From an optimization exercise on the open Yosys and OpenROAD flow, aimed at small area, a short achievable clock period and few clock cycles; shortcuts taken in it are not production practice.
RTL that was checked went through simulation tests only; none was proved equivalent to the original.
Power figures rest on the tool's default switching activity, not on a simulated workload.

Setup of 12-19:
## multicycle_datapath
module multicycle_datapath #(
    parameter int              XLEN     = 32,
    parameter int              NREG     = 32,
    parameter logic [XLEN-1:0] RESET_PC = '0
) (
    input  logic            clk,
    input  logic            reset,
    output logic            mem_req,
    output logic            mem_we,
    output logic [XLEN-1:0] mem_addr,
    output logic [XLEN-1:0] mem_wdata,
    input  logic            mem_ready,
    input  logic [XLEN-1:0] mem_rdata,
    output logic [XLEN-1:0] pc_out,
    output logic            retire,
    output logic            halted,
    output logic            illegal
);
Settings: LEC_CHECK=0, CAP_MARGIN=20, CORE_MARGIN=2, CORE_UTILIZATION=35, PLACE_DENSITY=0.45, SETUP_SLACK_MARGIN=5, SLEW_MARGIN=20, TNS_END_PERCENT=5; clock period 8.0 ns.
run.sh (not shown) runs the stock make flow with config.mk's settings and CLKGATE_MAP_FILE= SYNTH_SCRIPT=/design/flow/synth_recipe.tcl, a recipe that flattens the netlist after the stock synthesis.
For 04-15, these inputs were changed with respect to 12-19:
--- a/flow/design.v
+++ b/flow/design.v
@@ -102,17 +102,14 @@
         endcase
     endfunction
     localparam int RW = $clog2(NREG);
     logic            req_q, reqm_q, we_q;     
     logic            rpend_q;                 
     logic [XLEN-1:1] pc_f_q;                  
-    logic [15:0]     bht_q;                   
     logic            d_valid_q, d_pred_q;
     logic [31:0]     d_ir_q;
-    logic [3:0]      d_s1h_q, d_s2h_q;        
-    logic [7:0]      d_s1l_q, d_s2l_q;        
     logic            e_valid_q;
     logic [XLEN-1:1] e_pc_q;                  
     logic [XLEN-1:0] e_a_q, e_b_q;
     logic [11:0]     e_imm_q;                 
     logic [4:0]      e_rd_q, e_rs1_q, e_rs2_q;
     logic            e_sel_imm_q, e_fwd_a_q, e_fwd_b_q;
@@ -174,14 +171,13 @@
     logic [XLEN-1:1] pc_f4;
     assign redirect = rpend_q || e_misp;
     assign d_accept = !d_valid_q || e_takes_d;
     assign d_load   = f_acc && !redirect && d_accept;
     assign pc_f4    = pc_f_q + 1'b1 + 1'b1;
     assign w      = mem_rdata[31:0];
-    assign w_take = w[6:0] == OP_BRANCH && w[14:12] == F3_BEQ &&
-                    (w[31] || w[19:15] == w[24:20] || bht_q[pc_f_q[5:2]]);
+    assign w_take = w[6:0] == OP_BRANCH && w[14:12] == F3_BEQ && (w[31] || w[19:15] == w[24:20]);
     prefix_add #(.W(12)) u_wlo (
         .a  (pc_f_q[12:1]),
         .b  ({w[31], w[7], w[30:25], w[11:8]}),
         .ci (1'b0),
         .s  (w_lo)
     );
@@ -213,14 +209,14 @@
     assign d_is_sys = d_opc == OP_SYSTEM;
     logic [XLEN-1:0] rf_a, rf_b;
     always_comb begin
         rf_a = '0;
         rf_b = '0;
         for (int i = 1; i < NREG; i++) begin
-            rf_a = rf_a | ({XLEN{d_s1h_q[i/8] && d_s1l_q[i%8]}} & regs_q[i]);
-            rf_b = rf_b | ({XLEN{d_s2h_q[i/8] && d_s2l_q[i%8]}} & regs_q[i]);
+            rf_a = rf_a | ({XLEN{d_rs1 == i[4:0]}} & regs_q[i]);
+            rf_b = rf_b | ({XLEN{d_rs2 == i[4:0]}} & regs_q[i]);
         end
     end
     assign d_a = (w_we_q && w_rd_q == d_rs1) ? w_q : rf_a;
     assign d_b = (w_we_q && w_rd_q == d_rs2) ? w_q : rf_b;
     assign mem_req   = req_q;
     assign mem_we    = we_q;
@@ -234,13 +230,12 @@
         if (!reset) begin
             req_q     <= 1'b0;
             reqm_q    <= 1'b0;
             we_q      <= 1'b0;
             rpend_q   <= 1'b0;
             pc_f_q    <= RESET_PC[XLEN-1:1];
-            bht_q     <= '0;
             e_pc_q    <= RESET_PC[XLEN-1:1];
             d_valid_q <= 1'b0;
             e_valid_q <= 1'b0;
             m_valid_q <= 1'b0;
             w_we_q    <= 1'b0;
             retire_q  <= 1'b0;
@@ -259,13 +254,12 @@
                 pc_f_q <= w_pred ? {pc_f_q[XLEN-1:13], w_lo} : pc_f4;
             if (d_load)                d_valid_q <= 1'b1;
             else if (e_misp || e_takes_d) d_valid_q <= 1'b0;
             if (e_misp)                e_valid_q <= 1'b0;
             else if (e_takes_d)        e_valid_q <= d_valid_q;
             if (e_done)                e_pc_q    <= e_npc;
-            if (e_done && e_br_q)      bht_q[e_pc_q[5:2]] <= e_eq;
             m_valid_q <= m_valid_n;
             w_we_q    <= e_done && e_wb_q;
             retire_q  <= e_done;
             if (halt_set) begin
                 halted_q  <= 1'b1;
                 illegal_q <= e_ill_q || e_mis;
@@ -275,20 +269,12 @@
     always_ff @(posedge clk) begin
         pc_out_q <= e_pc_q;
         w_q      <= alu_y;
         w_rd_q   <= e_rd_q;
         if (d_load) begin
             d_ir_q   <= w;
-            for (int j = 0; j < 4; j++) begin
-                d_s1h_q[j] <= w[19:18] == j[1:0];
-                d_s2h_q[j] <= w[24:23] == j[1:0];
-            end
-            for (int j = 0; j < 8; j++) begin
-                d_s1l_q[j] <= w[17:15] == j[2:0];
-                d_s2l_q[j] <= w[22:20] == j[2:0];
-            end
             d_pred_q <= w_pred;
         end
         if (e_takes_d && d_valid_q) begin
             e_a_q       <= d_a;
             e_b_q       <= d_b;
             e_imm_q     <= d_is_st ? {d_f7, d_rd} : d_is_br ? d_immb[12:1] : d_ir_q[31:20];
Findings:
As of 04-15, number of non-clock buffers had risen by more than 10% compared to 12-19. Side by side, share of the cycle needed by the critical path after routing turned out lower in 04-15 than in 12-19. On power, the lower figure sits with 04-15, not 12-19. In the flow results for 12-19 and 04-15, the sequential power is smaller on 04-15. Compared with 12-19, 04-15 shows cell area lower by about 1.4%. Delta (04-15 minus 12-19): area share of and/or/nand/nor cells after synthesis lower, final worst slack went up. Between 12-19 and 04-15, total number of sequential cells decreased. The arrival time of the worst setup path reported for 04-15 is smaller than that of 12-19 by 0.15 ns.
Testbench counts of 04-15, summed over its fixed seeds: cycles 45,162.
Function not checked in 12-19: the RTL went through the layout flow alone.

* * *

multicycle_datapath, a different RTL version from the one above (not shown whole).
Size in the first run: ~5100 cells after synthesis, roughly 1400 flip-flops, about 140 I/O pins, about 64000 um^2 of cells after synthesis.
Settings: LEC_CHECK=0, CAP_MARGIN=20, CORE_MARGIN=2, CORE_UTILIZATION=35, PLACE_DENSITY=0.45, SETUP_SLACK_MARGIN=5, SLEW_MARGIN=20, TNS_END_PERCENT=5; clock period 8.0 ns.
Testbench counts at the start, summed over its fixed seeds: cycles 45,162.
Rerun with:
--- a/flow/design.v
+++ b/flow/design.v
@@ -105,23 +105,24 @@
     logic            req_q, reqm_q, we_q;     
     logic            rpend_q;                 
     logic [XLEN-1:1] pc_f_q;                  
     logic            d_valid_q, d_pred_q;
     logic [31:0]     d_ir_q;
     logic [3:0]      d_s1h_q, d_s2h_q;        
     logic [7:0]      d_s1l_q, d_s2l_q;        
     logic            e_valid_q;
     logic [XLEN-1:1] e_pc_q;                  
     logic [XLEN-1:0] e_a_q, e_b_q;
     logic [11:0]     e_imm_q;                 
-    logic [4:0]      e_rd_q, e_rs1_q, e_rs2_q;
+    logic [4:0]      e_rd_q;
+    logic            e_fix_a_q, e_fix_b_q;    
     logic            e_sel_imm_q, e_fwd_a_q, e_fwd_b_q;
     logic            e_sub_q, e_and_q, e_or_q, e_slt_q;
     logic            e_wb_q, e_ld_q, e_st_q, e_br_q, e_pred_q, e_halt_q, e_ill_q;
     logic            m_valid_q, m_st_q;
     logic [XLEN-1:2] m_addr_q;
     logic [XLEN-1:0] m_wdata_q;
     logic [4:0]      m_rd_q;
     logic            w_we_q;
     logic [4:0]      w_rd_q;
     logic [XLEN-1:0] w_q;
     logic            retire_q, halted_q, illegal_q;
@@ -281,41 +282,41 @@
             for (int j = 0; j < 8; j++) begin
                 d_s1l_q[j] <= w[17:15] == j[2:0];
                 d_s2l_q[j] <= w[22:20] == j[2:0];
             end
             d_pred_q <= w_pred;
         end
         if (e_takes_d && d_valid_q) begin
             e_a_q       <= d_a;
             e_b_q       <= d_b;
             e_imm_q     <= d_is_st ? {d_f7, d_rd} : d_is_br ? d_immb[12:1] : d_ir_q[31:20];
             e_rd_q      <= d_rd;
-            e_rs1_q     <= d_rs1;
-            e_rs2_q     <= d_rs2;
+            e_fix_a_q   <= e_valid_q && e_ld_q && e_rd_q == d_rs1 && d_rs1 != '0;
+            e_fix_b_q   <= e_valid_q && e_ld_q && e_rd_q == d_rs2 && d_rs2 != '0;
             e_sel_imm_q <= !(d_is_r || d_is_br);
             e_fwd_a_q   <= e_valid_q && e_wb_q && e_rd_q == d_rs1;
             e_fwd_b_q   <= e_valid_q && e_wb_q && e_rd_q == d_rs2;
             e_sub_q     <= d_is_r && (d_f7 == F7_SUB || d_f3 == F3_SLT);
             e_and_q     <= (d_is_r || d_is_i) && d_f3 == F3_AND;
             e_or_q      <= (d_is_r || d_is_i) && d_f3 == F3_OR;
             e_slt_q     <= d_is_r && d_f3 == F3_SLT;
             e_wb_q      <= d_legal && (d_is_r || d_is_i) && d_rd != '0;
             e_ld_q      <= d_legal && d_is_ld;
             e_st_q      <= d_legal && d_is_st;
             e_br_q      <= d_legal && d_is_br;
             e_pred_q    <= d_pred_q;
             e_halt_q    <= !d_legal || d_is_sys;
             e_ill_q     <= !d_legal;
-        end else if (m_acc && m_rd_q != '0) begin
-            if (m_rd_q == e_rs1_q) e_a_q <= mem_rdata;
-            if (m_rd_q == e_rs2_q) e_b_q <= mem_rdata;
+        end else if (m_acc) begin
+            if (e_fix_a_q) e_a_q <= mem_rdata;
+            if (e_fix_b_q) e_b_q <= mem_rdata;
         end
         if (!m_valid_q) begin
             m_st_q    <= e_st_q;
             m_addr_q  <= alu_sum[XLEN-1:2];
             m_wdata_q <= op_r2;
             m_rd_q    <= e_ld_q ? e_rd_q : '0;
         end
     end
     logic            rf_we;
     logic [4:0]      rf_wa;
     logic [XLEN-1:0] rf_wd;
Result: Worst hold slack gains 0.029 ns. Clock-buffer cell count rose by 3. Utilization is about the same. Final area fell by about 1%. Wire length fell by 1.3%. Total power fell by 1.8%. Synthesized cell count fell by about 1.3%. Non-clock buffer count rose by 5. Clock skew fell by 0.034 ns. Setup slack loses 0.17 ns.
The RTL of the second run of this note was laid out without a check of its function.

[port drivers added, routing unchanged]
No port has a modelled driver above. Below, the same layouts with a new extraction and two added sets of constraints. Step 1, drivers: a clkbuf_16 drives clk and a buf_2 each remaining input, both assumed. Step 2 times the ports against the registers' clock, not the clock port: input delays grow and output delays shrink by t, the midpoint of the rising clock arrivals with the driver on. Three values: ideal, step 1, step 2; two values: the first two.
run	t (ns)	slack for setup (ns)	latest minus earliest clock arrival (ns)	worst slew at a driven data input, ns
12-19	0.912	3.939 / 3.939 / 3.231	0.054 / 0.054	0.13
04-15	0.907	4.029 / 4.029 / 3.539	0.045 / 0.045	0.15
the first run of note 2	0.919	4.030 / 4.030 / 3.510	0.084 / 0.084	0.07
the second run of note 2	0.898	3.858 / 3.858 / 3.262	0.048 / 0.048	0.14
After both steps every run listed still meets setup and hold. For 12-19, which loses most, drivers alone change the setup slack by 0.000 ns; drivers and shift together by -0.708 ns.
